Context: an optimization exercise on an open-source flow, tuned for small area, a short achievable clock period and few clock cycles per item. The choices shown serve that exercise and are no tape-out recipe.
Function was checked by simulation only, so behaviour that the tests miss may differ from the original.
No activity file was given, so power comes from the tool's default toggle rates.

$ cat design/flow/design.v
package idct_pkg;
	typedef logic signed [15:0] sample_t;    
	typedef logic signed [15:0] coeff_t;     
	typedef logic signed [39:0] acc_t;
	typedef logic [7:0]         pixel_t;
	typedef logic [17:0] sram_addr_t;
	typedef logic [15:0] sram_data_t;
	typedef logic [5:0] mat_idx_t;           
	typedef logic [4:0] blk_row_t;
	typedef logic [5:0] blk_col_t;
	typedef enum logic [2:0] {
		CTRL_IDLE,
		CTRL_FETCH,
		CTRL_PASS1,
		CTRL_PASS2,
		CTRL_DRAIN,
		CTRL_DONE
	} ctrl_state_t;
	typedef enum logic [1:0] {
		IO_IDLE,
		IO_READ,
		IO_WRITE
	} io_state_t;
endpackage
`timescale 1ns/1ns
module idct_tstore #(
	parameter int L = 3                   
) (
	input  logic            CLOCK_50_I,
	input  logic [7:0]      we,           
	input  logic [7:0][3:0] wd,           
	input  logic            hi_col,       
	output logic [7:0][3:0] rd            
);
	function automatic int port_slot(input int r, input int c);
		port_slot = (60 - L + 8 * (c % 4 - r) + ((c >= 4) ? 4 : 0) + 64) % 32;
	endfunction
	logic [7:0][31:0][3:0] ring;          
	always_ff @(posedge CLOCK_50_I) begin
		for (int r = 0; r < 8; r++) begin
			for (int s = 0; s < 32; s++) begin
				ring[r][s] <= ring[r][(s + 1) % 32];
				for (int c = 0; c < 8; c++) begin
					if (we[r] && port_slot(r, c) == s) begin
						ring[r][s] <= wd[c];
					end
				end
			end
		end
	end
	always_comb begin
		for (int r = 0; r < 8; r++) begin
			rd[r] = hi_col ? ring[r][4] : ring[r][0];
		end
	end
endmodule
`timescale 1ns/1ns
module idct_ds (
	input  logic       CLOCK_50_I,
	input  logic [2:0] phn,          
	input  logic [3:0] x0,
	input  logic [3:0] x1,
	input  logic [3:0] x2,
	input  logic [3:0] x3,
	input  logic [3:0] x4,
	input  logic [3:0] x5,
	input  logic [3:0] x6,
	input  logic [3:0] x7,
	output logic [3:0] y0,
	output logic [3:0] y1,
	output logic [3:0] y2,
	output logic [3:0] y3,
	output logic [3:0] y4,
	output logic [3:0] y5,
	output logic [3:0] y6,
	output logic [3:0] y7
);
	localparam int LAT = 3;
	logic [2:0] p0n;
	assign p0n = phn - 3'd5;
	logic p0_is7;
	logic [2:0] p1n;
	assign p1n = phn - 3'd6;
	logic p1_is7;
	logic [2:0] p2n;
	assign p2n = phn - 3'd7;
	logic p2_is7;
	logic p0_ge1;
	logic p0_ge2;
	logic p0_ge3;
	logic p1_ge1;
	logic p1_ge2;
	logic p1_ge3;
	logic p2_ge1;
	logic p2_ge2;
	logic p2_ge3;
	logic [3:0] d0_r1;
	logic [3:0] d0_r2;
	logic [3:0] d0_r3;
	logic [3:0] d1_r1;
	logic [3:0] d1_r2;
	logic [3:0] d1_r3;
	logic [3:0] d2_r1;
	logic [3:0] d2_r2;
	logic [3:0] d2_r3;
	logic [3:0] d3_r1;
	logic [3:0] d3_r2;
	logic [3:0] d3_r3;
	logic [3:0] a0_r1;
	logic [3:0] a1_r1;
	logic [3:0] b0_r1;
	logic [3:0] b0_r2;
	logic [3:0] b0_r3;
	logic [3:0] b0_r4;
	logic [3:0] b1_r1;
	logic [3:0] b1_r2;
	logic [3:0] b1_r3;
	logic [3:0] b1_r4;
	logic [3:0] u0_r1;
	logic [3:0] u0_r2;
	logic [3:0] u4_r1;
	logic [3:0] u4_r2;
	logic [3:0] t0_r1;
	logic [3:0] t0_r2;
	logic [3:0] t0_r3;
	logic [3:0] t4_r1;
	logic [3:0] t4_r2;
	logic [3:0] t4_r3;
	logic [3:0] t0d_r1;
	logic [3:0] t0d_r2;
	logic [3:0] t0d_r3;
	logic [3:0] t0d_r4;
	logic [3:0] t0d_r5;
	logic [3:0] t1d_r1;
	logic [3:0] t1d_r2;
	logic [3:0] t1d_r3;
	logic [3:0] t1d_r4;
	logic [3:0] t1d_r5;
	logic [3:0] t2d_r1;
	logic [3:0] t2d_r2;
	logic [3:0] t2d_r3;
	logic [3:0] t2d_r4;
	logic [3:0] t2d_r5;
	logic [3:0] t3d_r1;
	logic [3:0] t3d_r2;
	logic [3:0] t3d_r3;
	logic [3:0] t3d_r4;
	logic [3:0] t3d_r5;
	logic [3:0] y0_1_r1;
	logic [3:0] y0_2_r1;
	logic [3:0] y4_3_r1;
	logic [3:0] y4_4_r1;
	logic [3:0] y2_7_r1;
	logic [3:0] y2_9_r1;
	logic [3:0] y2_10_r1;
	logic [3:0] y2_11_r1;
	logic [3:0] y6_13_r1;
	logic [3:0] y6_16_r1;
	logic [3:0] y6_17_r1;
	logic [3:0] y6_18_r1;
	logic [3:0] m399_0_20_r1;
	logic [3:0] m2008_0_23_r1;
	logic [3:0] m1702_0_25_r1;
	logic [3:0] m399_1_28_r1;
	logic [3:0] m2008_1_31_r1;
	logic [3:0] m1702_1_33_r1;
	logic [3:0] m399_2_36_r1;
	logic [3:0] m2008_2_39_r1;
	logic [3:0] m1702_2_41_r1;
	logic [3:0] m399_3_44_r1;
	logic [3:0] m2008_3_47_r1;
	logic [3:0] m1702_3_49_r1;
	logic [3:0] y1_51_r1;
	logic [3:0] y1_53_r1;
	logic [3:0] y3_54_r1;
	logic [3:0] y3_56_r1;
	logic [3:0] y5_57_r1;
	logic [3:0] y5_59_r1;
	logic [3:0] y7_60_r1;
	logic [3:0] y7_62_r1;
	logic [3:0] u0_r1_m1_1;
	assign u0_r1_m1_1 = u0_r1 & {4{p1_ge1}};
	logic [3:0] u4_r1_m1_1;
	assign u4_r1_m1_1 = u4_r1 & {4{p1_ge1}};
	logic [3:0] d0_r1_m0_1;
	assign d0_r1_m0_1 = d0_r1 & {4{p0_ge1}};
	logic [3:0] d1_r1_m0_1;
	assign d1_r1_m0_1 = d1_r1 & {4{p0_ge1}};
	logic [3:0] d2_r1_m0_1;
	assign d2_r1_m0_1 = d2_r1 & {4{p0_ge1}};
	logic [3:0] d3_r1_m0_1;
	assign d3_r1_m0_1 = d3_r1 & {4{p0_ge1}};
	logic [3:0] t0_r2_m1_2;
	assign t0_r2_m1_2 = t0_r2 & {4{p1_ge2}};
	logic [3:0] t0_r3_m1_3;
	assign t0_r3_m1_3 = t0_r3 & {4{p1_ge3}};
	logic [3:0] u0_r2_m1_2;
	assign u0_r2_m1_2 = u0_r2 & {4{p1_ge2}};
	logic [3:0] t0_r1_m1_1;
	assign t0_r1_m1_1 = t0_r1 & {4{p1_ge1}};
	logic [3:0] t0_r2_m2_1;
	assign t0_r2_m2_1 = t0_r2 & {4{p2_ge1}};
	logic [3:0] t4_r2_m1_2;
	assign t4_r2_m1_2 = t4_r2 & {4{p1_ge2}};
	logic [3:0] t4_r3_m1_3;
	assign t4_r3_m1_3 = t4_r3 & {4{p1_ge3}};
	logic [3:0] u4_r2_m1_2;
	assign u4_r2_m1_2 = u4_r2 & {4{p1_ge2}};
	logic [3:0] t4_r1_m1_1;
	assign t4_r1_m1_1 = t4_r1 & {4{p1_ge1}};
	logic [3:0] t4_r2_m2_1;
	assign t4_r2_m2_1 = t4_r2 & {4{p2_ge1}};
	logic [3:0] b0_r2_m0_2;
	assign b0_r2_m0_2 = b0_r2 & {4{p0_ge2}};
	logic [3:0] b0_r3_m0_3;
	assign b0_r3_m0_3 = b0_r3 & {4{p0_ge3}};
	logic [3:0] b0_r1_m0_1;
	assign b0_r1_m0_1 = b0_r1 & {4{p0_ge1}};
	logic [3:0] b0_r3_m1_2;
	assign b0_r3_m1_2 = b0_r3 & {4{p1_ge2}};
	logic [3:0] b0_r4_m1_3;
	assign b0_r4_m1_3 = b0_r4 & {4{p1_ge3}};
	logic [3:0] b0_r2_m1_1;
	assign b0_r2_m1_1 = b0_r2 & {4{p1_ge1}};
	logic [3:0] b1_r2_m0_2;
	assign b1_r2_m0_2 = b1_r2 & {4{p0_ge2}};
	logic [3:0] b1_r3_m0_3;
	assign b1_r3_m0_3 = b1_r3 & {4{p0_ge3}};
	logic [3:0] b1_r1_m0_1;
	assign b1_r1_m0_1 = b1_r1 & {4{p0_ge1}};
	logic [3:0] b1_r3_m1_2;
	assign b1_r3_m1_2 = b1_r3 & {4{p1_ge2}};
	logic [3:0] b1_r2_m1_1;
	assign b1_r2_m1_1 = b1_r2 & {4{p1_ge1}};
	logic [3:0] b1_r4_m1_3;
	assign b1_r4_m1_3 = b1_r4 & {4{p1_ge3}};
	logic [3:0] t0d_r1_m0_1;
	assign t0d_r1_m0_1 = t0d_r1 & {4{p0_ge1}};
	logic [3:0] t0d_r2_m0_2;
	assign t0d_r2_m0_2 = t0d_r2 & {4{p0_ge2}};
	logic [3:0] t0d_r2_m1_1;
	assign t0d_r2_m1_1 = t0d_r2 & {4{p1_ge1}};
	logic [3:0] t0d_r3_m1_2;
	assign t0d_r3_m1_2 = t0d_r3 & {4{p1_ge2}};
	logic [3:0] t0d_r4_m1_3;
	assign t0d_r4_m1_3 = t0d_r4 & {4{p1_ge3}};
	logic [3:0] t0d_r4_m2_2;
	assign t0d_r4_m2_2 = t0d_r4 & {4{p2_ge2}};
	logic [3:0] t0d_r5_m2_3;
	assign t0d_r5_m2_3 = t0d_r5 & {4{p2_ge3}};
	logic [3:0] d0_r2_m0_2;
	assign d0_r2_m0_2 = d0_r2 & {4{p0_ge2}};
	logic [3:0] d0_r3_m0_3;
	assign d0_r3_m0_3 = d0_r3 & {4{p0_ge3}};
	logic [3:0] t0d_r3_m0_3;
	assign t0d_r3_m0_3 = t0d_r3 & {4{p0_ge3}};
	logic [3:0] t1d_r1_m0_1;
	assign t1d_r1_m0_1 = t1d_r1 & {4{p0_ge1}};
	logic [3:0] t1d_r2_m0_2;
	assign t1d_r2_m0_2 = t1d_r2 & {4{p0_ge2}};
	logic [3:0] t1d_r2_m1_1;
	assign t1d_r2_m1_1 = t1d_r2 & {4{p1_ge1}};
	logic [3:0] t1d_r3_m1_2;
	assign t1d_r3_m1_2 = t1d_r3 & {4{p1_ge2}};
	logic [3:0] t1d_r4_m1_3;
	assign t1d_r4_m1_3 = t1d_r4 & {4{p1_ge3}};
	logic [3:0] t1d_r4_m2_2;
	assign t1d_r4_m2_2 = t1d_r4 & {4{p2_ge2}};
	logic [3:0] t1d_r5_m2_3;
	assign t1d_r5_m2_3 = t1d_r5 & {4{p2_ge3}};
	logic [3:0] d1_r2_m0_2;
	assign d1_r2_m0_2 = d1_r2 & {4{p0_ge2}};
	logic [3:0] d1_r3_m0_3;
	assign d1_r3_m0_3 = d1_r3 & {4{p0_ge3}};
	logic [3:0] t1d_r3_m0_3;
	assign t1d_r3_m0_3 = t1d_r3 & {4{p0_ge3}};
	logic [3:0] t2d_r1_m0_1;
	assign t2d_r1_m0_1 = t2d_r1 & {4{p0_ge1}};
	logic [3:0] t2d_r2_m0_2;
	assign t2d_r2_m0_2 = t2d_r2 & {4{p0_ge2}};
	logic [3:0] t2d_r2_m1_1;
	assign t2d_r2_m1_1 = t2d_r2 & {4{p1_ge1}};
	logic [3:0] t2d_r3_m1_2;
	assign t2d_r3_m1_2 = t2d_r3 & {4{p1_ge2}};
	logic [3:0] t2d_r4_m1_3;
	assign t2d_r4_m1_3 = t2d_r4 & {4{p1_ge3}};
	logic [3:0] t2d_r4_m2_2;
	assign t2d_r4_m2_2 = t2d_r4 & {4{p2_ge2}};
	logic [3:0] t2d_r5_m2_3;
	assign t2d_r5_m2_3 = t2d_r5 & {4{p2_ge3}};
	logic [3:0] d2_r2_m0_2;
	assign d2_r2_m0_2 = d2_r2 & {4{p0_ge2}};
	logic [3:0] d2_r3_m0_3;
	assign d2_r3_m0_3 = d2_r3 & {4{p0_ge3}};
	logic [3:0] t2d_r3_m0_3;
	assign t2d_r3_m0_3 = t2d_r3 & {4{p0_ge3}};
	logic [3:0] t3d_r1_m0_1;
	assign t3d_r1_m0_1 = t3d_r1 & {4{p0_ge1}};
	logic [3:0] t3d_r2_m0_2;
	assign t3d_r2_m0_2 = t3d_r2 & {4{p0_ge2}};
	logic [3:0] t3d_r2_m1_1;
	assign t3d_r2_m1_1 = t3d_r2 & {4{p1_ge1}};
	logic [3:0] t3d_r3_m1_2;
	assign t3d_r3_m1_2 = t3d_r3 & {4{p1_ge2}};
	logic [3:0] t3d_r4_m1_3;
	assign t3d_r4_m1_3 = t3d_r4 & {4{p1_ge3}};
	logic [3:0] t3d_r4_m2_2;
	assign t3d_r4_m2_2 = t3d_r4 & {4{p2_ge2}};
	logic [3:0] t3d_r5_m2_3;
	assign t3d_r5_m2_3 = t3d_r5 & {4{p2_ge3}};
	logic [3:0] d3_r2_m0_2;
	assign d3_r2_m0_2 = d3_r2 & {4{p0_ge2}};
	logic [3:0] d3_r3_m0_3;
	assign d3_r3_m0_3 = d3_r3 & {4{p0_ge3}};
	logic [3:0] t3d_r3_m0_3;
	assign t3d_r3_m0_3 = t3d_r3 & {4{p0_ge3}};
	logic [3:0] e0;
	logic e0_c, e0_co;
	idct_dsadd e0_u (.a(x0), .b(x7), .ci(e0_c), .s(e0), .co(e0_co));
	logic [3:0] e1;
	logic e1_c, e1_co;
	idct_dsadd e1_u (.a(x1), .b(x6), .ci(e1_c), .s(e1), .co(e1_co));
	logic [3:0] e2;
	logic e2_c, e2_co;
	idct_dsadd e2_u (.a(x2), .b(x5), .ci(e2_c), .s(e2), .co(e2_co));
	logic [3:0] e3;
	logic e3_c, e3_co;
	idct_dsadd e3_u (.a(x3), .b(x4), .ci(e3_c), .s(e3), .co(e3_co));
	logic [3:0] d0;
	logic d0_c, d0_co;
	idct_dsadd d0_u (.a(x0), .b(~x7), .ci(d0_c), .s(d0), .co(d0_co));
	logic [3:0] d1;
	logic d1_c, d1_co;
	idct_dsadd d1_u (.a(x1), .b(~x6), .ci(d1_c), .s(d1), .co(d1_co));
	logic [3:0] d2;
	logic d2_c, d2_co;
	idct_dsadd d2_u (.a(x2), .b(~x5), .ci(d2_c), .s(d2), .co(d2_co));
	logic [3:0] d3;
	logic d3_c, d3_co;
	idct_dsadd d3_u (.a(x3), .b(~x4), .ci(d3_c), .s(d3), .co(d3_co));
	logic [3:0] a0;
	logic a0_c, a0_co;
	idct_dsadd a0_u (.a(e0), .b(e3), .ci(a0_c), .s(a0), .co(a0_co));
	logic [3:0] a1;
	logic a1_c, a1_co;
	idct_dsadd a1_u (.a(e1), .b(e2), .ci(a1_c), .s(a1), .co(a1_co));
	logic [3:0] b0;
	logic b0_c, b0_co;
	idct_dsadd b0_u (.a(e0), .b(~e3), .ci(b0_c), .s(b0), .co(b0_co));
	logic [3:0] b1;
	logic b1_c, b1_co;
	idct_dsadd b1_u (.a(e1), .b(~e2), .ci(b1_c), .s(b1), .co(b1_co));
	logic [3:0] u0;
	logic u0_c, u0_co;
	idct_dsadd u0_u (.a(a0_r1), .b(a1_r1), .ci(u0_c), .s(u0), .co(u0_co));
	logic [3:0] u4;
	logic u4_c, u4_co;
	idct_dsadd u4_u (.a(a0_r1), .b(~a1_r1), .ci(u4_c), .s(u4), .co(u4_co));
	logic [3:0] t0;
	logic t0_c, t0_co;
	idct_dsadd t0_u (.a(u0), .b({u0[2:0], u0_r1_m1_1[3:3]}), .ci(t0_c), .s(t0), .co(t0_co));
	logic [3:0] t4;
	logic t4_c, t4_co;
	idct_dsadd t4_u (.a(u4), .b({u4[2:0], u4_r1_m1_1[3:3]}), .ci(t4_c), .s(t4), .co(t4_co));
	logic [3:0] t0d;
	logic t0d_c, t0d_co;
	idct_dsadd t0d_u (.a(d0), .b({d0[2:0], d0_r1_m0_1[3:3]}), .ci(t0d_c), .s(t0d), .co(t0d_co));
	logic [3:0] t1d;
	logic t1d_c, t1d_co;
	idct_dsadd t1d_u (.a(d1), .b({d1[2:0], d1_r1_m0_1[3:3]}), .ci(t1d_c), .s(t1d), .co(t1d_co));
	logic [3:0] t2d;
	logic t2d_c, t2d_co;
	idct_dsadd t2d_u (.a(d2), .b({d2[2:0], d2_r1_m0_1[3:3]}), .ci(t2d_c), .s(t2d), .co(t2d_co));
	logic [3:0] t3d;
	logic t3d_c, t3d_co;
	idct_dsadd t3d_u (.a(d3), .b({d3[2:0], d3_r1_m0_1[3:3]}), .ci(t3d_c), .s(t3d), .co(t3d_co));
	logic [3:0] y0_1;
	logic y0_1_c, y0_1_co;
	idct_dsadd y0_1_u (.a({t0_r2_m1_2[2:0], t0_r3_m1_3[3:3]}), .b(~{u0_r1_m1_1[1:0], u0_r2_m1_2[3:2]}), .ci(y0_1_c), .s(y0_1), .co(y0_1_co));
	logic [3:0] y0_2;
	logic y0_2_c, y0_2_co;
	idct_dsadd y0_2_u (.a(y0_1_r1), .b(~{t0_r1[0:0], t0_r2_m2_1[3:1]}), .ci(y0_2_c), .s(y0_2), .co(y0_2_co));
	logic [3:0] y4_3;
	logic y4_3_c, y4_3_co;
	idct_dsadd y4_3_u (.a({t4_r2_m1_2[2:0], t4_r3_m1_3[3:3]}), .b(~{u4_r1_m1_1[1:0], u4_r2_m1_2[3:2]}), .ci(y4_3_c), .s(y4_3), .co(y4_3_co));
	logic [3:0] y4_4;
	logic y4_4_c, y4_4_co;
	idct_dsadd y4_4_u (.a(y4_3_r1), .b(~{t4_r1[0:0], t4_r2_m2_1[3:1]}), .ci(y4_4_c), .s(y4_4), .co(y4_4_co));
	logic [3:0] y2_5;
	logic y2_5_c, y2_5_co;
	idct_dsadd y2_5_u (.a({b0_r3_m1_2[0:0], b0_r4_m1_3[3:1]}), .b({b0_r1[1:0], b0_r2_m1_1[3:2]}), .ci(y2_5_c), .s(y2_5), .co(y2_5_co));
	logic [3:0] y2_6;
	logic y2_6_c, y2_6_co;
	idct_dsadd y2_6_u (.a({b1_r2_m0_2[1:0], b1_r3_m0_3[3:2]}), .b(b1_r1_m0_1), .ci(y2_6_c), .s(y2_6), .co(y2_6_co));
	logic [3:0] y2_7;
	logic y2_7_c, y2_7_co;
	idct_dsadd y2_7_u (.a(y2_6), .b(~{b0_r1_m0_1[0:0], b0_r2_m0_2[3:1]}), .ci(y2_7_c), .s(y2_7), .co(y2_7_co));
	logic [3:0] y2_8;
	logic y2_8_c, y2_8_co;
	idct_dsadd y2_8_u (.a(y2_7_r1), .b(~{b0_r2_m1_1[2:0], b0_r3_m1_2[3:3]}), .ci(y2_8_c), .s(y2_8), .co(y2_8_co));
	logic [3:0] y2_9;
	logic y2_9_c, y2_9_co;
	idct_dsadd y2_9_u (.a(b1_r3_m1_2), .b(b1_r1), .ci(y2_9_c), .s(y2_9), .co(y2_9_co));
	logic [3:0] y2_10;
	logic y2_10_c, y2_10_co;
	idct_dsadd y2_10_u (.a(y2_5), .b(y2_8), .ci(y2_10_c), .s(y2_10), .co(y2_10_co));
	logic [3:0] y2_11;
	logic y2_11_c, y2_11_co;
	idct_dsadd y2_11_u (.a(y2_10_r1), .b(~y2_9_r1), .ci(y2_11_c), .s(y2_11), .co(y2_11_co));
	logic [3:0] y6_12;
	logic y6_12_c, y6_12_co;
	idct_dsadd y6_12_u (.a({b0_r2_m0_2[1:0], b0_r3_m0_3[3:2]}), .b(b0_r1_m0_1), .ci(y6_12_c), .s(y6_12), .co(y6_12_co));
	logic [3:0] y6_13;
	logic y6_13_c, y6_13_co;
	idct_dsadd y6_13_u (.a(y6_12), .b({b1_r1_m0_1[0:0], b1_r2_m0_2[3:1]}), .ci(y6_13_c), .s(y6_13), .co(y6_13_co));
	logic [3:0] y6_14;
	logic y6_14_c, y6_14_co;
	idct_dsadd y6_14_u (.a({b1_r2_m1_1[2:0], b1_r3_m1_2[3:3]}), .b(y6_13_r1), .ci(y6_14_c), .s(y6_14), .co(y6_14_co));
	logic [3:0] y6_15;
	logic y6_15_c, y6_15_co;
	idct_dsadd y6_15_u (.a(b0_r3_m1_2), .b(b0_r1), .ci(y6_15_c), .s(y6_15), .co(y6_15_co));
	logic [3:0] y6_16;
	logic y6_16_c, y6_16_co;
	idct_dsadd y6_16_u (.a({b1_r3_m1_2[0:0], b1_r4_m1_3[3:1]}), .b({b1_r1[1:0], b1_r2_m1_1[3:2]}), .ci(y6_16_c), .s(y6_16), .co(y6_16_co));
	logic [3:0] y6_17;
	logic y6_17_c, y6_17_co;
	idct_dsadd y6_17_u (.a(y6_14), .b(~y6_15), .ci(y6_17_c), .s(y6_17), .co(y6_17_co));
	logic [3:0] y6_18;
	logic y6_18_c, y6_18_co;
	idct_dsadd y6_18_u (.a(y6_17_r1), .b(~y6_16_r1), .ci(y6_18_c), .s(y6_18), .co(y6_18_co));
	logic [3:0] m399_0_19;
	logic m399_0_19_c, m399_0_19_co;
	idct_dsadd m399_0_19_u (.a({t0d_r2_m1_1[0:0], t0d_r3_m1_2[3:1]}), .b({t0d_r1[1:0], t0d_r2_m1_1[3:2]}), .ci(m399_0_19_c), .s(m399_0_19), .co(m399_0_19_co));
	logic [3:0] m399_0_20;
	logic m399_0_20_c, m399_0_20_co;
	idct_dsadd m399_0_20_u (.a(t0d_r1), .b(m399_0_19), .ci(m399_0_20_c), .s(m399_0_20), .co(m399_0_20_co));
	logic [3:0] m1137_0_21;
	logic m1137_0_21_c, m1137_0_21_co;
	idct_dsadd m1137_0_21_u (.a({t0d_r4_m2_2[2:0], t0d_r5_m2_3[3:3]}), .b(~m399_0_20_r1), .ci(m1137_0_21_c), .s(m1137_0_21), .co(m1137_0_21_co));
	logic [3:0] m2008_0_22;
	logic m2008_0_22_c, m2008_0_22_co;
	idct_dsadd m2008_0_22_u (.a({d0_r2_m0_2[0:0], d0_r3_m0_3[3:1]}), .b(~{d0_r1_m0_1[2:0], d0_r2_m0_2[3:3]}), .ci(m2008_0_22_c), .s(m2008_0_22), .co(m2008_0_22_co));
	logic [3:0] m2008_0_23;
	logic m2008_0_23_c, m2008_0_23_co;
	idct_dsadd m2008_0_23_u (.a(m2008_0_22), .b(~{d0[0:0], d0_r1_m0_1[3:1]}), .ci(m2008_0_23_c), .s(m2008_0_23), .co(m2008_0_23_co));
	logic [3:0] m1702_0_24;
	logic m1702_0_24_c, m1702_0_24_co;
	idct_dsadd m1702_0_24_u (.a({d0_r1_m0_1[1:0], d0_r2_m0_2[3:2]}), .b({t0d_r2_m0_2[2:0], t0d_r3_m0_3[3:3]}), .ci(m1702_0_24_c), .s(m1702_0_24), .co(m1702_0_24_co));
	logic [3:0] m1702_0_25;
	logic m1702_0_25_c, m1702_0_25_co;
	idct_dsadd m1702_0_25_u (.a(m1702_0_24), .b({t0d_r1_m0_1[2:0], t0d_r2_m0_2[3:3]}), .ci(m1702_0_25_c), .s(m1702_0_25), .co(m1702_0_25_co));
	logic [3:0] m1702_0_26;
	logic m1702_0_26_c, m1702_0_26_co;
	idct_dsadd m1702_0_26_u (.a({t0d_r1[2:0], t0d_r2_m1_1[3:3]}), .b(m1702_0_25_r1), .ci(m1702_0_26_c), .s(m1702_0_26), .co(m1702_0_26_co));
	logic [3:0] m399_1_27;
	logic m399_1_27_c, m399_1_27_co;
	idct_dsadd m399_1_27_u (.a({t1d_r2_m1_1[0:0], t1d_r3_m1_2[3:1]}), .b({t1d_r1[1:0], t1d_r2_m1_1[3:2]}), .ci(m399_1_27_c), .s(m399_1_27), .co(m399_1_27_co));
	logic [3:0] m399_1_28;
	logic m399_1_28_c, m399_1_28_co;
	idct_dsadd m399_1_28_u (.a(t1d_r1), .b(m399_1_27), .ci(m399_1_28_c), .s(m399_1_28), .co(m399_1_28_co));
	logic [3:0] m1137_1_29;
	logic m1137_1_29_c, m1137_1_29_co;
	idct_dsadd m1137_1_29_u (.a({t1d_r4_m2_2[2:0], t1d_r5_m2_3[3:3]}), .b(~m399_1_28_r1), .ci(m1137_1_29_c), .s(m1137_1_29), .co(m1137_1_29_co));
	logic [3:0] m2008_1_30;
	logic m2008_1_30_c, m2008_1_30_co;
	idct_dsadd m2008_1_30_u (.a({d1_r2_m0_2[0:0], d1_r3_m0_3[3:1]}), .b(~{d1_r1_m0_1[2:0], d1_r2_m0_2[3:3]}), .ci(m2008_1_30_c), .s(m2008_1_30), .co(m2008_1_30_co));
	logic [3:0] m2008_1_31;
	logic m2008_1_31_c, m2008_1_31_co;
	idct_dsadd m2008_1_31_u (.a(m2008_1_30), .b(~{d1[0:0], d1_r1_m0_1[3:1]}), .ci(m2008_1_31_c), .s(m2008_1_31), .co(m2008_1_31_co));
	logic [3:0] m1702_1_32;
	logic m1702_1_32_c, m1702_1_32_co;
	idct_dsadd m1702_1_32_u (.a({d1_r1_m0_1[1:0], d1_r2_m0_2[3:2]}), .b({t1d_r2_m0_2[2:0], t1d_r3_m0_3[3:3]}), .ci(m1702_1_32_c), .s(m1702_1_32), .co(m1702_1_32_co));
	logic [3:0] m1702_1_33;
	logic m1702_1_33_c, m1702_1_33_co;
	idct_dsadd m1702_1_33_u (.a(m1702_1_32), .b({t1d_r1_m0_1[2:0], t1d_r2_m0_2[3:3]}), .ci(m1702_1_33_c), .s(m1702_1_33), .co(m1702_1_33_co));
	logic [3:0] m1702_1_34;
	logic m1702_1_34_c, m1702_1_34_co;
	idct_dsadd m1702_1_34_u (.a({t1d_r1[2:0], t1d_r2_m1_1[3:3]}), .b(m1702_1_33_r1), .ci(m1702_1_34_c), .s(m1702_1_34), .co(m1702_1_34_co));
	logic [3:0] m399_2_35;
	logic m399_2_35_c, m399_2_35_co;
	idct_dsadd m399_2_35_u (.a({t2d_r2_m1_1[0:0], t2d_r3_m1_2[3:1]}), .b({t2d_r1[1:0], t2d_r2_m1_1[3:2]}), .ci(m399_2_35_c), .s(m399_2_35), .co(m399_2_35_co));
	logic [3:0] m399_2_36;
	logic m399_2_36_c, m399_2_36_co;
	idct_dsadd m399_2_36_u (.a(t2d_r1), .b(m399_2_35), .ci(m399_2_36_c), .s(m399_2_36), .co(m399_2_36_co));
	logic [3:0] m1137_2_37;
	logic m1137_2_37_c, m1137_2_37_co;
	idct_dsadd m1137_2_37_u (.a({t2d_r4_m2_2[2:0], t2d_r5_m2_3[3:3]}), .b(~m399_2_36_r1), .ci(m1137_2_37_c), .s(m1137_2_37), .co(m1137_2_37_co));
	logic [3:0] m2008_2_38;
	logic m2008_2_38_c, m2008_2_38_co;
	idct_dsadd m2008_2_38_u (.a({d2_r2_m0_2[0:0], d2_r3_m0_3[3:1]}), .b(~{d2_r1_m0_1[2:0], d2_r2_m0_2[3:3]}), .ci(m2008_2_38_c), .s(m2008_2_38), .co(m2008_2_38_co));
	logic [3:0] m2008_2_39;
	logic m2008_2_39_c, m2008_2_39_co;
	idct_dsadd m2008_2_39_u (.a(m2008_2_38), .b(~{d2[0:0], d2_r1_m0_1[3:1]}), .ci(m2008_2_39_c), .s(m2008_2_39), .co(m2008_2_39_co));
	logic [3:0] m1702_2_40;
	logic m1702_2_40_c, m1702_2_40_co;
	idct_dsadd m1702_2_40_u (.a({d2_r1_m0_1[1:0], d2_r2_m0_2[3:2]}), .b({t2d_r2_m0_2[2:0], t2d_r3_m0_3[3:3]}), .ci(m1702_2_40_c), .s(m1702_2_40), .co(m1702_2_40_co));
	logic [3:0] m1702_2_41;
	logic m1702_2_41_c, m1702_2_41_co;
	idct_dsadd m1702_2_41_u (.a(m1702_2_40), .b({t2d_r1_m0_1[2:0], t2d_r2_m0_2[3:3]}), .ci(m1702_2_41_c), .s(m1702_2_41), .co(m1702_2_41_co));
	logic [3:0] m1702_2_42;
	logic m1702_2_42_c, m1702_2_42_co;
	idct_dsadd m1702_2_42_u (.a({t2d_r1[2:0], t2d_r2_m1_1[3:3]}), .b(m1702_2_41_r1), .ci(m1702_2_42_c), .s(m1702_2_42), .co(m1702_2_42_co));
	logic [3:0] m399_3_43;
	logic m399_3_43_c, m399_3_43_co;
	idct_dsadd m399_3_43_u (.a({t3d_r2_m1_1[0:0], t3d_r3_m1_2[3:1]}), .b({t3d_r1[1:0], t3d_r2_m1_1[3:2]}), .ci(m399_3_43_c), .s(m399_3_43), .co(m399_3_43_co));
	logic [3:0] m399_3_44;
	logic m399_3_44_c, m399_3_44_co;
	idct_dsadd m399_3_44_u (.a(t3d_r1), .b(m399_3_43), .ci(m399_3_44_c), .s(m399_3_44), .co(m399_3_44_co));
	logic [3:0] m1137_3_45;
	logic m1137_3_45_c, m1137_3_45_co;
	idct_dsadd m1137_3_45_u (.a({t3d_r4_m2_2[2:0], t3d_r5_m2_3[3:3]}), .b(~m399_3_44_r1), .ci(m1137_3_45_c), .s(m1137_3_45), .co(m1137_3_45_co));
	logic [3:0] m2008_3_46;
	logic m2008_3_46_c, m2008_3_46_co;
	idct_dsadd m2008_3_46_u (.a({d3_r2_m0_2[0:0], d3_r3_m0_3[3:1]}), .b(~{d3_r1_m0_1[2:0], d3_r2_m0_2[3:3]}), .ci(m2008_3_46_c), .s(m2008_3_46), .co(m2008_3_46_co));
	logic [3:0] m2008_3_47;
	logic m2008_3_47_c, m2008_3_47_co;
	idct_dsadd m2008_3_47_u (.a(m2008_3_46), .b(~{d3[0:0], d3_r1_m0_1[3:1]}), .ci(m2008_3_47_c), .s(m2008_3_47), .co(m2008_3_47_co));
	logic [3:0] m1702_3_48;
	logic m1702_3_48_c, m1702_3_48_co;
	idct_dsadd m1702_3_48_u (.a({d3_r1_m0_1[1:0], d3_r2_m0_2[3:2]}), .b({t3d_r2_m0_2[2:0], t3d_r3_m0_3[3:3]}), .ci(m1702_3_48_c), .s(m1702_3_48), .co(m1702_3_48_co));
	logic [3:0] m1702_3_49;
	logic m1702_3_49_c, m1702_3_49_co;
	idct_dsadd m1702_3_49_u (.a(m1702_3_48), .b({t3d_r1_m0_1[2:0], t3d_r2_m0_2[3:3]}), .ci(m1702_3_49_c), .s(m1702_3_49), .co(m1702_3_49_co));
	logic [3:0] m1702_3_50;
	logic m1702_3_50_c, m1702_3_50_co;
	idct_dsadd m1702_3_50_u (.a({t3d_r1[2:0], t3d_r2_m1_1[3:3]}), .b(m1702_3_49_r1), .ci(m1702_3_50_c), .s(m1702_3_50), .co(m1702_3_50_co));
	logic [3:0] y1_51;
	logic y1_51_c, y1_51_co;
	idct_dsadd y1_51_u (.a(m2008_0_23_r1), .b(m1702_1_34), .ci(y1_51_c), .s(y1_51), .co(y1_51_co));
	logic [3:0] y1_52;
	logic y1_52_c, y1_52_co;
	idct_dsadd y1_52_u (.a(m399_3_44_r1), .b(y1_51_r1), .ci(y1_52_c), .s(y1_52), .co(y1_52_co));
	logic [3:0] y1_53;
	logic y1_53_c, y1_53_co;
	idct_dsadd y1_53_u (.a(m1137_2_37), .b(y1_52), .ci(y1_53_c), .s(y1_53), .co(y1_53_co));
	logic [3:0] y3_54;
	logic y3_54_c, y3_54_co;
	idct_dsadd y3_54_u (.a(m1702_0_26), .b(~m2008_2_39_r1), .ci(y3_54_c), .s(y3_54), .co(y3_54_co));
	logic [3:0] y3_55;
	logic y3_55_c, y3_55_co;
	idct_dsadd y3_55_u (.a(y3_54_r1), .b(~m399_1_28_r1), .ci(y3_55_c), .s(y3_55), .co(y3_55_co));
	logic [3:0] y3_56;
	logic y3_56_c, y3_56_co;
	idct_dsadd y3_56_u (.a(y3_55), .b(~m1137_3_45), .ci(y3_56_c), .s(y3_56), .co(y3_56_co));
	logic [3:0] y5_57;
	logic y5_57_c, y5_57_co;
	idct_dsadd y5_57_u (.a(m1702_3_50), .b(~m2008_1_31_r1), .ci(y5_57_c), .s(y5_57), .co(y5_57_co));
	logic [3:0] y5_58;
	logic y5_58_c, y5_58_co;
	idct_dsadd y5_58_u (.a(m399_2_36_r1), .b(y5_57_r1), .ci(y5_58_c), .s(y5_58), .co(y5_58_co));
	logic [3:0] y5_59;
	logic y5_59_c, y5_59_co;
	idct_dsadd y5_59_u (.a(m1137_0_21), .b(y5_58), .ci(y5_59_c), .s(y5_59), .co(y5_59_co));
	logic [3:0] y7_60;
	logic y7_60_c, y7_60_co;
	idct_dsadd y7_60_u (.a(m1702_2_42), .b(~m2008_3_47_r1), .ci(y7_60_c), .s(y7_60), .co(y7_60_co));
	logic [3:0] y7_61;
	logic y7_61_c, y7_61_co;
	idct_dsadd y7_61_u (.a(m399_0_20_r1), .b(y7_60_r1), .ci(y7_61_c), .s(y7_61), .co(y7_61_co));
	logic [3:0] y7_62;
	logic y7_62_c, y7_62_co;
	idct_dsadd y7_62_u (.a(y7_61), .b(~m1137_1_29), .ci(y7_62_c), .s(y7_62), .co(y7_62_co));
	assign y0 = y0_2_r1;
	assign y1 = y1_53_r1;
	assign y2 = y2_11_r1;
	assign y3 = y3_56_r1;
	assign y4 = y4_4_r1;
	assign y5 = y5_59_r1;
	assign y6 = y6_18_r1;
	assign y7 = y7_62_r1;
	always_ff @(posedge CLOCK_50_I) begin
		p0_is7 <= (p0n == 3'd7);
		p1_is7 <= (p1n == 3'd7);
		p2_is7 <= (p2n == 3'd7);
		p0_ge1 <= (p0n >= 3'd1);
		p0_ge2 <= (p0n >= 3'd2);
		p0_ge3 <= (p0n >= 3'd3);
		p1_ge1 <= (p1n >= 3'd1);
		p1_ge2 <= (p1n >= 3'd2);
		p1_ge3 <= (p1n >= 3'd3);
		p2_ge1 <= (p2n >= 3'd1);
		p2_ge2 <= (p2n >= 3'd2);
		p2_ge3 <= (p2n >= 3'd3);
		e0_c <= p0_is7 ? 1'b0 : e0_co;
		e1_c <= p0_is7 ? 1'b0 : e1_co;
		e2_c <= p0_is7 ? 1'b0 : e2_co;
		e3_c <= p0_is7 ? 1'b0 : e3_co;
		d0_c <= p0_is7 ? 1'b1 : d0_co;
		d1_c <= p0_is7 ? 1'b1 : d1_co;
		d2_c <= p0_is7 ? 1'b1 : d2_co;
		d3_c <= p0_is7 ? 1'b1 : d3_co;
		a0_c <= p0_is7 ? 1'b0 : a0_co;
		a1_c <= p0_is7 ? 1'b0 : a1_co;
		b0_c <= p0_is7 ? 1'b1 : b0_co;
		b1_c <= p0_is7 ? 1'b1 : b1_co;
		u0_c <= p1_is7 ? 1'b0 : u0_co;
		u4_c <= p1_is7 ? 1'b1 : u4_co;
		t0_c <= p1_is7 ? 1'b0 : t0_co;
		t4_c <= p1_is7 ? 1'b0 : t4_co;
		t0d_c <= p0_is7 ? 1'b0 : t0d_co;
		t1d_c <= p0_is7 ? 1'b0 : t1d_co;
		t2d_c <= p0_is7 ? 1'b0 : t2d_co;
		t3d_c <= p0_is7 ? 1'b0 : t3d_co;
		y0_1_c <= p1_is7 ? 1'b1 : y0_1_co;
		y0_2_c <= p2_is7 ? 1'b1 : y0_2_co;
		y4_3_c <= p1_is7 ? 1'b1 : y4_3_co;
		y4_4_c <= p2_is7 ? 1'b1 : y4_4_co;
		y2_5_c <= p1_is7 ? 1'b0 : y2_5_co;
		y2_6_c <= p0_is7 ? 1'b0 : y2_6_co;
		y2_7_c <= p0_is7 ? 1'b1 : y2_7_co;
		y2_8_c <= p1_is7 ? 1'b1 : y2_8_co;
		y2_9_c <= p1_is7 ? 1'b0 : y2_9_co;
		y2_10_c <= p1_is7 ? 1'b0 : y2_10_co;
		y2_11_c <= p2_is7 ? 1'b1 : y2_11_co;
		y6_12_c <= p0_is7 ? 1'b0 : y6_12_co;
		y6_13_c <= p0_is7 ? 1'b0 : y6_13_co;
		y6_14_c <= p1_is7 ? 1'b0 : y6_14_co;
		y6_15_c <= p1_is7 ? 1'b0 : y6_15_co;
		y6_16_c <= p1_is7 ? 1'b0 : y6_16_co;
		y6_17_c <= p1_is7 ? 1'b1 : y6_17_co;
		y6_18_c <= p2_is7 ? 1'b1 : y6_18_co;
		m399_0_19_c <= p1_is7 ? 1'b0 : m399_0_19_co;
		m399_0_20_c <= p1_is7 ? 1'b0 : m399_0_20_co;
		m1137_0_21_c <= p2_is7 ? 1'b1 : m1137_0_21_co;
		m2008_0_22_c <= p0_is7 ? 1'b1 : m2008_0_22_co;
		m2008_0_23_c <= p0_is7 ? 1'b1 : m2008_0_23_co;
		m1702_0_24_c <= p0_is7 ? 1'b0 : m1702_0_24_co;
		m1702_0_25_c <= p0_is7 ? 1'b0 : m1702_0_25_co;
		m1702_0_26_c <= p1_is7 ? 1'b0 : m1702_0_26_co;
		m399_1_27_c <= p1_is7 ? 1'b0 : m399_1_27_co;
		m399_1_28_c <= p1_is7 ? 1'b0 : m399_1_28_co;
		m1137_1_29_c <= p2_is7 ? 1'b1 : m1137_1_29_co;
		m2008_1_30_c <= p0_is7 ? 1'b1 : m2008_1_30_co;
		m2008_1_31_c <= p0_is7 ? 1'b1 : m2008_1_31_co;
		m1702_1_32_c <= p0_is7 ? 1'b0 : m1702_1_32_co;
		m1702_1_33_c <= p0_is7 ? 1'b0 : m1702_1_33_co;
		m1702_1_34_c <= p1_is7 ? 1'b0 : m1702_1_34_co;
		m399_2_35_c <= p1_is7 ? 1'b0 : m399_2_35_co;
		m399_2_36_c <= p1_is7 ? 1'b0 : m399_2_36_co;
		m1137_2_37_c <= p2_is7 ? 1'b1 : m1137_2_37_co;
		m2008_2_38_c <= p0_is7 ? 1'b1 : m2008_2_38_co;
		m2008_2_39_c <= p0_is7 ? 1'b1 : m2008_2_39_co;
		m1702_2_40_c <= p0_is7 ? 1'b0 : m1702_2_40_co;
		m1702_2_41_c <= p0_is7 ? 1'b0 : m1702_2_41_co;
		m1702_2_42_c <= p1_is7 ? 1'b0 : m1702_2_42_co;
		m399_3_43_c <= p1_is7 ? 1'b0 : m399_3_43_co;
		m399_3_44_c <= p1_is7 ? 1'b0 : m399_3_44_co;
		m1137_3_45_c <= p2_is7 ? 1'b1 : m1137_3_45_co;
		m2008_3_46_c <= p0_is7 ? 1'b1 : m2008_3_46_co;
		m2008_3_47_c <= p0_is7 ? 1'b1 : m2008_3_47_co;
		m1702_3_48_c <= p0_is7 ? 1'b0 : m1702_3_48_co;
		m1702_3_49_c <= p0_is7 ? 1'b0 : m1702_3_49_co;
		m1702_3_50_c <= p1_is7 ? 1'b0 : m1702_3_50_co;
		y1_51_c <= p1_is7 ? 1'b0 : y1_51_co;
		y1_52_c <= p2_is7 ? 1'b0 : y1_52_co;
		y1_53_c <= p2_is7 ? 1'b0 : y1_53_co;
		y3_54_c <= p1_is7 ? 1'b1 : y3_54_co;
		y3_55_c <= p2_is7 ? 1'b1 : y3_55_co;
		y3_56_c <= p2_is7 ? 1'b1 : y3_56_co;
		y5_57_c <= p1_is7 ? 1'b1 : y5_57_co;
		y5_58_c <= p2_is7 ? 1'b0 : y5_58_co;
		y5_59_c <= p2_is7 ? 1'b0 : y5_59_co;
		y7_60_c <= p1_is7 ? 1'b1 : y7_60_co;
		y7_61_c <= p2_is7 ? 1'b0 : y7_61_co;
		y7_62_c <= p2_is7 ? 1'b1 : y7_62_co;
		d0_r1 <= d0;
		d0_r2 <= d0_r1;
		d0_r3 <= d0_r2;
		d1_r1 <= d1;
		d1_r2 <= d1_r1;
		d1_r3 <= d1_r2;
		d2_r1 <= d2;
		d2_r2 <= d2_r1;
		d2_r3 <= d2_r2;
		d3_r1 <= d3;
		d3_r2 <= d3_r1;
		d3_r3 <= d3_r2;
		a0_r1 <= a0;
		a1_r1 <= a1;
		b0_r1 <= b0;
		b0_r2 <= b0_r1;
		b0_r3 <= b0_r2;
		b0_r4 <= b0_r3;
		b1_r1 <= b1;
		b1_r2 <= b1_r1;
		b1_r3 <= b1_r2;
		b1_r4 <= b1_r3;
		u0_r1 <= u0;
		u0_r2 <= u0_r1;
		u4_r1 <= u4;
		u4_r2 <= u4_r1;
		t0_r1 <= t0;
		t0_r2 <= t0_r1;
		t0_r3 <= t0_r2;
		t4_r1 <= t4;
		t4_r2 <= t4_r1;
		t4_r3 <= t4_r2;
		t0d_r1 <= t0d;
		t0d_r2 <= t0d_r1;
		t0d_r3 <= t0d_r2;
		t0d_r4 <= t0d_r3;
		t0d_r5 <= t0d_r4;
		t1d_r1 <= t1d;
		t1d_r2 <= t1d_r1;
		t1d_r3 <= t1d_r2;
		t1d_r4 <= t1d_r3;
		t1d_r5 <= t1d_r4;
		t2d_r1 <= t2d;
		t2d_r2 <= t2d_r1;
		t2d_r3 <= t2d_r2;
		t2d_r4 <= t2d_r3;
		t2d_r5 <= t2d_r4;
		t3d_r1 <= t3d;
		t3d_r2 <= t3d_r1;
		t3d_r3 <= t3d_r2;
		t3d_r4 <= t3d_r3;
		t3d_r5 <= t3d_r4;
		y0_1_r1 <= y0_1;
		y0_2_r1 <= y0_2;
		y4_3_r1 <= y4_3;
		y4_4_r1 <= y4_4;
		y2_7_r1 <= y2_7;
		y2_9_r1 <= y2_9;
		y2_10_r1 <= y2_10;
		y2_11_r1 <= y2_11;
		y6_13_r1 <= y6_13;
		y6_16_r1 <= y6_16;
		y6_17_r1 <= y6_17;
		y6_18_r1 <= y6_18;
		m399_0_20_r1 <= m399_0_20;
		m2008_0_23_r1 <= m2008_0_23;
		m1702_0_25_r1 <= m1702_0_25;
		m399_1_28_r1 <= m399_1_28;
		m2008_1_31_r1 <= m2008_1_31;
		m1702_1_33_r1 <= m1702_1_33;
		m399_2_36_r1 <= m399_2_36;
		m2008_2_39_r1 <= m2008_2_39;
		m1702_2_41_r1 <= m1702_2_41;
		m399_3_44_r1 <= m399_3_44;
		m2008_3_47_r1 <= m2008_3_47;
		m1702_3_49_r1 <= m1702_3_49;
		y1_51_r1 <= y1_51;
		y1_53_r1 <= y1_53;
		y3_54_r1 <= y3_54;
		y3_56_r1 <= y3_56;
		y5_57_r1 <= y5_57;
		y5_59_r1 <= y5_59;
		y7_60_r1 <= y7_60;
		y7_62_r1 <= y7_62;
	end
endmodule
module idct_dsadd (
	input  logic [3:0] a,
	input  logic [3:0] b,
	input  logic       ci,
	output logic [3:0] s,
	output logic       co
);
	logic [4:0] c;
	assign c[0] = ci;
	for (genvar i = 0; i < 4; i++) begin : g_fa
		assign s[i]   = a[i] ^ b[i] ^ c[i];
		assign c[i+1] = (a[i] & b[i]) | (a[i] & c[i]) | (b[i] & c[i]);
	end
	assign co = c[4];
endmodule
`timescale 1ns/1ns
module idct_top (
	input  logic                 CLOCK_50_I,
	input  logic                 resetn,
	input  logic                 start,
	input  idct_pkg::blk_row_t   block_row,
	input  idct_pkg::blk_col_t   block_col,
	output logic                 busy,
	output logic                 done,
	input  idct_pkg::sram_data_t sram_read_data,
	output idct_pkg::sram_data_t sram_write_data,
	output idct_pkg::sram_addr_t sram_address,
	output logic                 sram_we_n
);
	localparam int L       = 3;               
	localparam int DONE_TC = 149 + L;
	localparam int WR0     = 92 + L;          
	localparam int PIX0    = 84 + L;          
	logic [7:0] tc;
	logic [7:0] tcp;                          
	logic [7:0] ac;                           
	logic [7:0] wc;                           
	logic       accept;
	logic       run;                          
	logic       idle_i;                       
	logic       busy_n;
	logic       we_q;                         
	assign accept    = start && idle_i;
	assign run       = !idle_i && !accept;
	assign busy_n    = accept || (!idle_i && tc != 8'(DONE_TC - 1));
	assign sram_we_n = !we_q;
	always_ff @(posedge CLOCK_50_I or negedge resetn) begin
		if (!resetn) begin
			busy   <= 1'b0;
			idle_i <= 1'b1;
			done   <= 1'b0;
			tc     <= '0;
			tcp    <= 8'd1;
			ac     <= '0;
			wc     <= '0;
		end else begin
			busy   <= busy_n;
			idle_i <= !busy_n;
			done   <= !accept && !idle_i && tc == 8'(DONE_TC - 1);
			if (accept) begin
				tc  <= 8'd1;
				tcp <= 8'd2;
				ac  <= 8'd0;
				wc  <= 8'(1 - 91 - L);
			end else if (!idle_i) begin
				tc  <= tc + 8'd1;
				tcp <= tcp + 8'd1;
				ac  <= ac + 8'd1;
				wc  <= wc + 8'd1;
			end
		end
	end
	logic [4:0]  rq;
	logic [5:0]  kq;
	logic [13:0] mpos;                        
	logic        rd_a, wr_a;                  
	logic [2:0]  k_a;                         
	logic        rd_first;                    
	logic        rd1;
	logic [2:0]  c1;
	logic [15:0] hi;
	logic        wr_load;                     
	logic [2:0]  wr_i;
	logic [1:0]  wr_w;
	assign mpos = {1'b0, rq, 8'd0} + {3'b0, rq, kq};
	assign rd_a = (ac < 8'd64);
	assign wr_a = (wc < 8'd64) && !wc[3];
	assign k_a  = rd_a ? ac[5:3] : wc[2:0];
	always_ff @(posedge CLOCK_50_I or negedge resetn) begin
		if (!resetn) begin
			wr_load  <= 1'b0;
			we_q     <= 1'b0;
			rd_first <= 1'b0;
		end else begin
			wr_load  <= run && wr_a;
			we_q     <= wr_load && !idle_i;
			rd_first <= run && (tcp == 8'd2);
		end
	end
	always_ff @(posedge CLOCK_50_I) begin
		rq   <= block_row;
		kq   <= block_col;
		rd1  <= rd_a;
		c1   <= ac[2:0];
		wr_i <= wc[2:0];
		wr_w <= wc[5:4];
		hi   <= {2'b0, mpos} + {10'd0, k_a, 3'd0} + {8'd0, k_a, 5'd0} + (rd_a ? 16'd9600 : 16'd0);
		if (rd_first) begin
			sram_address <= {15'(mpos) + 15'd9600, 3'd0};
		end else if (rd1) begin
			sram_address <= {hi[14:0], c1};
		end else begin
			sram_address <= {hi, wr_w};
		end
	end
	logic [10:0][15:0] sr;                    
	logic [7:0]  fz;                          
	logic [2:0]  dk;
	logic        pass2_ld;
	logic [7:0][3:0] sdig;
	logic [7:0][3:0] tdig;
	logic [7:0][3:0] xr;
	logic [2:0]  rd_col;
	assign fz = tcp - 8'd4;
	assign sr[0] = sram_read_data;
	always_ff @(posedge CLOCK_50_I) begin
		dk       <= fz[2:0];
		pass2_ld <= (tcp >= 8'd76);
		rd_col   <= fz[5:3] - 3'd1;           
	end
	always_comb begin
		for (int n = 0; n < 8; n++) begin
			case (dk[1:0])
				2'd0:    sdig[n] = sr[7 - n][3:0];
				2'd1:    sdig[n] = sr[8 - n][7:4];
				2'd2:    sdig[n] = sr[9 - n][11:8];
				default: sdig[n] = sr[10 - n][15:12];
			endcase
		end
	end
	always_ff @(posedge CLOCK_50_I) begin
		sr[1] <= sram_read_data;
		for (int p = 2; p < 11; p++) begin
			sr[p] <= sr[p - 1];
		end
		for (int n = 0; n < 8; n++) begin
			if (dk[2]) begin
				xr[n] <= {4{xr[n][3]}};       
			end else if (pass2_ld) begin
				xr[n] <= tdig[n];
			end else begin
				xr[n] <= sdig[n];
			end
		end
	end
	logic [7:0][3:0] y;
	idct_ds u_ds (
		.CLOCK_50_I(CLOCK_50_I), .phn(tcp[2:0]),
		.x0(xr[0]), .x1(xr[1]), .x2(xr[2]), .x3(xr[3]),
		.x4(xr[4]), .x5(xr[5]), .x6(xr[6]), .x7(xr[7]),
		.y0(y[0]), .y1(y[1]), .y2(y[2]), .y3(y[3]),
		.y4(y[4]), .y5(y[5]), .y6(y[6]), .y7(y[7])
	);
	logic [7:0] tz;                           
	logic [7:0] t_we;
	assign tz = tcp - 8'(15 + L);
	always_ff @(posedge CLOCK_50_I) begin
		for (int r = 0; r < 8; r++) begin
			t_we[r] <= run && (tcp >= 8'(15 + L)) && (tz < 8'd64) && (tz[5:3] == 3'(r)) && !tz[2];
		end
	end
	idct_tstore #(.L(L)) u_t (
		.CLOCK_50_I(CLOCK_50_I), .we(t_we), .wd(y), .hi_col(rd_col[2]), .rd(tdig)
	);
	logic [7:0][3:0] yd1, yd2, yd3;
	logic [7:0][7:0] pix;
	logic [7:0][7:0] pa, pb;
	logic [7:0] pz;
	logic       pa_en, pb_en;
	assign pz = tcp - 8'(PIX0);
	always_ff @(posedge CLOCK_50_I) begin
		pa_en <= (tcp >= 8'(PIX0)) && (pz < 8'd64) && (pz[3:0] == 4'd0);
		pb_en <= (tcp >= 8'(PIX0)) && (pz < 8'd64) && (pz[3:0] == 4'd8);
	end
	always_comb begin
		for (int i = 0; i < 8; i++) begin
			if (y[i][3]) begin
				pix[i] = 8'd0;
			end else if ((|y[i][2:0]) || (|yd1[i])) begin
				pix[i] = 8'd255;
			end else begin
				pix[i] = {yd2[i], yd3[i]};
			end
		end
	end
	always_ff @(posedge CLOCK_50_I) begin
		for (int i = 0; i < 8; i++) begin
			yd1[i] <= y[i];
			yd2[i] <= yd1[i];
			yd3[i] <= yd2[i];
			pa[i] <= pa_en ? pix[i] : pa[(i + 1) % 8];
			pb[i] <= pb_en ? pix[i] : pb[(i + 1) % 8];
		end
		if (wr_load) begin
			sram_write_data <= {pa[1], (wr_i == 3'd0) ? pix[0] : pb[1]};
		end
	end
endmodule
$ cat design/flow/run.sh
#!/bin/bash
# synth_recipe.tcl (not shown) runs the flow's synth.tcl, then flattens the netlist and writes it again
# the make line also repeats each setting of config.mk as NAME=value (left out here)
make -C /OpenROAD-flow-scripts/flow DESIGN_CONFIG=/design/flow/config.mk WORK_HOME=/design/flow/orfs CLKGATE_MAP_FILE= SYNTH_SCRIPT=/design/flow/synth_recipe.tcl finish
$ cat design/flow/config.mk
export PLATFORM = sky130hd
export DESIGN_NAME = idct_top
export DESIGN_NICKNAME = idct_top
export VERILOG_FILES = /design/flow/design.v
export SDC_FILE = /design/flow/constraint.sdc
export NUM_CORES = 4
export LEC_CHECK = 0
export ABC_CLOCK_PERIOD_IN_PS = 3500
export CAP_MARGIN = 20
export CORE_MARGIN = 2
export CORE_UTILIZATION = 30
export CTS_CLUSTER_DIAMETER = 100
export CTS_CLUSTER_SIZE = 30
export PLACE_DENSITY = 0.5
export SETUP_SLACK_MARGIN = 5
export SLEW_MARGIN = 20
$ cat design/flow/constraint.sdc
create_clock -name core_clock -period 9.0 [get_ports {CLOCK_50_I}]
set_input_delay 1.8000 -clock core_clock [delete_from_list [all_inputs] [get_ports {CLOCK_50_I}]]
set_output_delay 1.8000 -clock core_clock [all_outputs]
set_load 0.01 [all_outputs]
==> notes.md, run 1 <==
status=complete, no violations; Initial Util=30.1%; cts hold-fix bufs=0; IO Pins=67; Iter 0 DRT Violations=1353; register area share after synthesis=67.2%; Root Driver=clkbuf_16; Final Instance Count excl. Fillers=6799; Startpoint Class=flop; final setup TNS=0 ns; Mapped Area=58500 um^2; WP data required=9.60 ns; NumNets Final=4614; internal power=roughly 14 mW; port bufs=66; Hold EP=u_t.ring[451]; pins over their slew limit=0; Tmin final=approximately 3.7 ns; Post-route DRC=0; Worst-Skew Late Latency=0.71 ns; r2r setup slk=between 5 and 6 ns; Die X=446 um; drt pass-1 iters=5; htree depth=3; clock share of power=21.7%; placed cells=roughly 6700; Distinct cells, synth=62; static leakage=27.2 nW; Max-slew headroom=approximately a fifth; CP Max Fanout=17; simple-gate share of the synthesized area=4.37%; clock buffer depth=3; critical path cell sequence=buf_4 > and2_1 > a21o_1 > o21ai_0 > fa_1 > fa_1 > fa_1 > inv_1 > fa_1 > or2_2; Synth Area in Compound Gates=2.27%; pwr/cell area=298 nW/um^2; total CTS buffers=75; CTS clk-pin slew, worst paths=0.11 ns; syn avg cell area=14.0 um^2; Peak Freq=0.273 GHz; worst hold path class=flop to flop; gr usage total=between 10% and 20%; R2R Path End=u_ds.y6_17_c; clk_skew=between 0.03 and 0.04 ns; RD Place Congestion=0.766; Max VDD drop=~0.25 mV; portion of netlist area occupied by mux cells=9.71%; EDFF count, synth=24; Async SR Flop Fraction=1.96%; Max-cap violations=0; register bit total from synthesis=1941; clk sink count=1941; via count=about 27000; Die Ht=about 450 um; origin of the critical flop-to-flop path=u_ds.p1_ge2; Top delay family on crit path=adder cells; Cells after Synth=4177; adder-cell share of the synthesized area=around an eighth; fin crit share=40.8%; Sw Share=28.7%; worst-margin pin slew=1.20 ns; Crit path arrival time=between 4 and 5 ns; Layout Utilization=33.1%; largest net degree at the start of global routing=65; final WL=116000 um; synthesis-to-finish area growth=9.83%; DIE AREA=199000 um^2; setup bufs post-CTS=0; core area=approximately 190000 um^2; Logic pwr share=17.8%; row count=162; R2R depth=10; Vias/cell=slightly below 4; cell mode on critical path=fa_1; WHS Path Cells=0; post-CTS resize count=0; TritonCTS clock tree=built; WHS=0.322 ns; crit-path max cell delay=0.76 ns; wire length per cell=about 17 um; initial antenna violation count=9; Buf/Inv on CP=2; largest family of logic cells by synthesized area=adder cells; Tot Pwr=19.1 mW; Setup-failing EPs final=0; Sw Pwr=5.49 mW; RSZ-0062 raised after global routing=false; kind of critical path=flop to flop; Detailed Place HPWL=79500 um; CP endpoint kind=flop; antenna-violating nets left=0; Final Hold Fails=0; slowest CP cell=dfxtp_1; hold path startpoint=u_t.ring[455]; post-synthesis xor/xnor area fraction=less than 1%; net count after synthesis=between 4000 and 5000; Seq pwr share=60.5%; ys flop type=dfxtp_1; Yosys Warn Count=3; layout cells sized above 1=14.0%; vias in the first global route=27600; first-pass GRT wire length=176000 um; gr ovfl total=0
==> synthesized netlist by cell type, types with 4 or more instances <==
library cell / count / share of area (%)
dfxtp_1: 1879 / 64
inv_1: 505 / 3.2
mux2_2: 397 / 7.6
fa_1: 317 / 11
nand2_1: 185 / 1.2
o21ai_0: 100 / 0.86
a21oi_1: 86 / 0.74
and2_1: 85 / 0.91
clkbuf_1: 74 / 0.47
nor2_1: 62 / 0.40
mux2i_1: 49 / 0.84
nor2b_1: 49 / 0.52
buf_1: 37 / 0.24
dfrtp_1: 36 / 1.5
ha_1: 36 / 0.77
xnor2_1: 35 / 0.52
mux4_2: 32 / 1.2
edfxtp_1: 24 / 1.2
nand2b_1: 23 / 0.25
nand3_1: 20 / 0.17
xor2_1: 19 / 0.28
or2_2: 17 / 0.18
buf_2: 10 / 0.086
a211oi_1: 9 / 0.12
or4_1: 9 / 0.12
nor4_4: 8 / 0.29
a21o_1: 7 / 0.090
nor3_1: 7 / 0.060
nand3b_1: 5 / 0.064
a22oi_1: 4 / 0.051
o31ai_1: 4 / 0.051
==> cells in the final DEF (no fill, tap or decap), types with 36 or more instances in the layout <==
cell type	n
nor2_1	62
clkbuf_16	77
fa_1	317
and2_1	85
dfxtp_1	1863
clkdlybuf4s50_1	65
nand2_1	185
a21oi_1	86
nor2b_1	49
mux2i_1	48
ha_1	36
mux2_2	397
inv_1	505
o21ai_0	100
==> worst max-delay path by stage <==
stage	startpoint	endpoint	cells past startpoint
final	u_ds.p1_ge2	u_ds.y6_17_c	10
after global placement	u_ds.p1_ge2	u_ds.y6_17_c	10
after floorplan	u_ds.p0_ge3	u_ds.m2008_1_31_c	10
after CTS	u_ds.p1_ge2	u_ds.y6_17_c	10
after detailed placement	u_ds.p1_ge2	u_ds.y6_17_c	10
after global routing	u_ds.p1_ge2	u_ds.y6_17_c	10
==> per-layer routing <==
layer	vias up	track usage (%)	wire, um
met5	-	0	0
met4	0	3.01	2690
met3	113	1.75	3610
met2	291	18.1	50800
met1	13300	17.2	58500
li1	13100	-	-
==> power groups by stage <==
stage                     Combinational (mW)  Clock [mW]  Sequential (mW)
after detailed placement                3.51           0             11.8
after global placement                  3.48           0             11.8
after global routing                    3.96        4.63             11.8
after floorplan                         2.04           0             11.4
final                                   3.40        4.15             11.6
after CTS                               3.52        4.34             11.6
==> logic make-up after synthesis <==
logic type                 count (synthesis)
DFF                                     1941
buffers and inverters                    626
and+or+nand+nor                          487
muxes                                    478
adders and majority gates                355
AOI/OAI and AO/OA                        236
xor gates and xnor gates                  54
==> flip-flops by register name, summed over array words and instances (netlist names), 8 cells and up <==
name and count:
yd3 32, wc 8, xr 32, pb 64
yd2 32, sr 136, ac 8, u_t.ring 1024
sram_write_data 16, hi 16, sram_address 18, yd1 32
pa 64, t_we 8, tc 8, tcp 8
==> cell type report <==
cell class	count	area, um^2
clock inverters	8	104
clock buffers	88	1990
repair buffers	98	896
multi-input cells	1610	16900
inverters	505	1900
diodes	7	17.5
flip-flops and latches	1941	39300
well taps	2542	3180
fillers	19100	130000
==> per-stage QoR <==
step / instance area, um^2 / worst slack [ns]
after floorplan: 58500 / 5.76
after global placement: 62100 / 5.31
after detailed placement: 62100 / 5.30
after CTS: 64200 / 5.27
after global routing: 64200 / 5.11
final: 64300 / 5.33
Testbench counts, summed over its fixed seeds: cycles 19,456, blocks 128.
==> run 2, diff against run 1 <==
==> design/flow/flow/run.sh (new file) <==
#!/bin/bash
set -euo pipefail
bash standard.sh SETUP_SLACK_MARGIN=6.2 finish > flow_make.log 2>&1
==> design/flow/standard.sh (new file) <==
#!/bin/bash
# synth_recipe.tcl (not shown) runs the flow's synth.tcl, then flattens the netlist and writes it again
# the make line also repeats each setting of config.mk as NAME=value (left out here)
make -C /OpenROAD-flow-scripts/flow DESIGN_CONFIG=/design/flow/config.mk WORK_HOME=/design/flow/orfs CLKGATE_MAP_FILE= SYNTH_SCRIPT=/design/flow/synth_recipe.tcl "${@:-finish}"
removed: design/flow/run.sh
==> run 2 against run 1 <==
  * Clock power up 3%
  * Via count rose by 1.7%
  * Global-route usage up 0.38 points
  * Die area is the same
  * Highest routed layer unchanged
  * Area after synthesis is the same
  * Flip-flop and latch count unchanged
  * Sequential share of layout area is 1.6 points lower
  * Setup slack improved by 0.55 ns
  * Worst hold slack got worse by 0.013 ns
==> notes.md, run 2 <==
status=complete, no violations; DIE AREA=199000 um^2 (unchanged); clk sink count=1941 (unchanged); antenna-violating nets left=0 (unchanged); Final Hold Fails=0 (unchanged); worst hold path class=flop to flop; met2 global-route usage=19.3% (+1.2 points); gr ovfl total=0 (unchanged); Detailed Place HPWL=79700 um (+0.24%); R2R depth=10 (unchanged); final WL=120000 um (+3.6%); initial antenna violation count=5 (-4); Tot Pwr=19.4 mW (+1.7%); commonest cells in the netlist=1879 x dfxtp_1, 505 x inv_1, 397 x mux2_2; Max VDD drop=0.187 mV (-25%); Initial Util=30.1% (unchanged); Top delay family on crit path=flip-flops; TritonCTS clock tree=built; cell with the most instances after synthesis=dfxtp_1; GR Layer Usage met3=1.62% (-0.13 points); gr usage total=12.1% (+0.38 points); Startpoint Class=flop; CP Max Fanout=1 (-16); net count after synthesis=4560 (unchanged); most frequent cells in the layout=1824 x dfxtp_1, 451 x inv_1, 395 x mux2_2, 166 x nand2_1, 161 x fa_2; register bit total from synthesis=1941 (unchanged); met1 GRT Util=17.7% (+0.50 points); Iter 0 DRT Violations=1486 (+9.8%); origin of the critical flop-to-flop path=u_ds.p0_ge2; pins over their slew limit=0 (unchanged); synthesis-to-finish area growth=13.0%; Max-slew headroom=27.0% (+6.8 points); worst setup path start=sram_write_data[7]; WHS Path Cells=0 (unchanged); core area=194000 um^2 (unchanged); Peak Freq=0.321 GHz (+18%); fin crit share=34.6% (-6.1 points); total CTS buffers=76 (+1.3%); Buf/Inv on CP=1 (-1); htree depth=3 (unchanged); syn avg cell area=14.0 um^2 (unchanged); WP data required=7.20 ns (-2.40 ns); Setup WS post-layout=5.88 ns (+0.550 ns); final setup TNS=0 ns (unchanged); cts hold-fix bufs=0 (unchanged); Cells after Synth=4177 (unchanged); register area share after synthesis=67.2% (unchanged); first-pass GRT wire length=181000 um (+2.7%); Vias/cell=3.97 (+0.51%); layout cells sized above 1=23.8% (+9.7 points); slowest CP cell=edfxtp_1; EDFF count, synth=24 (unchanged); Worst-Skew Late Latency=0.73 ns (+0.02 ns); ys flop type=dfxtp_1; port bufs=66 (unchanged); Post-route DRC=0 (unchanged); kind of critical path=flop to output pin; gr busiest metal=met2; RD Place Congestion=0.762 (-0.48%); Top Registers=u_t.ring x1024, sr x136; cell taking the most area after synthesis=dfxtp_1; CTS clk-pin slew, worst paths=0.11 ns (about the same); RSZ-0062 raised after global routing=true; max reg flops=1024 (unchanged); critical path cell sequence=buf_2; worst-margin pin slew=1.09 ns (-0.102 ns); row count=162 (unchanged); Yosys top cell area share=64.3% (unchanged); largest net degree at the start of global routing=65 (unchanged); wire length per cell=17.4 um (+2.4%); IO Pins=67 (unchanged); most common cell after layout, fill and taps aside=dfxtp_1; Tmin final=3.12 ns (-0.550 ns); Mapped Area=58500 um^2 (unchanged); pwr/cell area=294 nW/um^2 (-1.1%); via count=27300 (+1.7%); WHS=0.309 ns (-0.0135 ns); Setup-failing EPs final=0 (unchanged); pre-CTS setup slack=5.46 ns (+0.159 ns); Async SR Flop Fraction=1.96% (unchanged); CP endpoint kind=output pin; Die X=446 um (unchanged); drt pass-1 iters=5 (unchanged); Max-cap violations=0 (unchanged); clk_skew=0.0391 ns (+0.0000881 ns); Distinct cells, synth=62 (unchanged); Die Ht=446 um (unchanged); most flop-heavy register=u_t.ring; vias in the first global route=28200 (+2.0%); hold path startpoint=u_t.ring[310]; static leakage=27.8 nW (+2.2%); largest cells by area after synthesis=dfxtp_1 64%, fa_1 11%, mux2_2 7.6%, inv_1 3.2%, dfrtp_1 1.5%; Crit path arrival time=1.32 ns (-2.95 ns); Yosys Warn Count=3 (unchanged); r2r setup slk=6.02 ns (+0.69 ns); NumNets Final=4696 (+1.8%); Root Driver=clkbuf_16; clock buffer depth=3 (unchanged); Stages on worst setup path=1 (-9); crit-path max cell delay=0.43 ns (-0.33 ns)
run 2: changes by cell type in the layout (fill, tap and decap cells not counted), sizes merged:
cell | before | now
inv | 511 | 508
clkinv | 2 | 7
buf | 33 | 150
clkbuf | 88 | 89
diode | 7 | 2
bufbuf | 0 | 1
clkdlybuf4s50 | 65 | 28
run 2: final timing paths:
check                                         to
max                           sram_write_data[7]
min                                u_t.ring[306]
max reg2reg                u_ds.m1702_0_25_r1[3]
min reg2reg                        u_t.ring[306]
max in group asynchronous                  tc[0]
min in group asynchronous                  ac[5]
run 2: cell type report:
cell class	count	area, um^2
fillers	18900	128000
multi-input cells	1610	17600
repair buffers	179	1740
diodes	2	5.00
clock buffers	89	2020
well taps	2542	3180
clock inverters	10	221
flip-flops and latches	1941	39400
inverters	505	1900
run 2: repair_timing:
| item | 4_1_cts | 5_1_grt |
|---|---|---|
| gates resized for setup | 339 | 145 |
| setup endpoints to repair | 115 | 115 |
| setup buffers | 52 | 22 |
| gates cloned | 3 | 0 |
| pin swaps | 85 | 76 |
run 2: per-stage QoR:
stage | cell area (um^2) | utilization (%) | cells
final | 66100 | 34.0 | 6878
after global routing | 66100 | 34.0 | 6876
after global placement | 62400 | 32.1 | 6699
after CTS | 65600 | 33.7 | 6853
after floorplan | 58800 | - | 4177
after detailed placement | 62400 | 32.1 | 6699
run 2: cell families after synthesis:
group / after synthesis / synth area share, %
and+or+nand+nor: 487 / 4.37
muxes: 478 / 9.71
AOI/OAI and AO/OA: 236 / 2.27
buffers and inverters: 626 / 4.04
DFF: 1941 / 67.2
adders and majority gates: 355 / 11.7
xor gates and xnor gates: 54 / 0.808
run 2: power by group:
group / internal [mW] / total, mW / switching, mW
Sequential: 10.6 / 11.6 / 0.929
Clock: 1.66 / 4.28 / 2.62
Combinational: 1.54 / 3.61 / 2.08
Total: 13.8 / 19.4 / 5.62
run 2: routing by layer:
metal / part of all wire [%] / up-vias
li1: - / 13300
met1: 51 / 13600
met2: 45 / 266
met3: 2.6 / 100
met4: 1.5 / 0
met5: 0 / -

[port drivers added, routing unchanged]
In the flow no input, the clock included, has a driving cell. The finished layouts below were timed again as built, in two steps.
Step 1, drivers: a clkbuf_16 drives CLOCK_50_I and a buf_2 each remaining input, both assumed.
Step 2 also shifts input and output timing later by t, the mid clock arrival at the registers, as if the neighbouring blocks saw the same clock.
a / b / c = ideal ports / drivers / drivers and shift; a / b = the first two.
run	shift t [ns]	setup slack, ns
run 1	0.770	5.332 / 5.332 / 5.332
run 2	0.788	5.883 / 5.802 / 5.641
After both steps setup and hold are still met in every run listed.
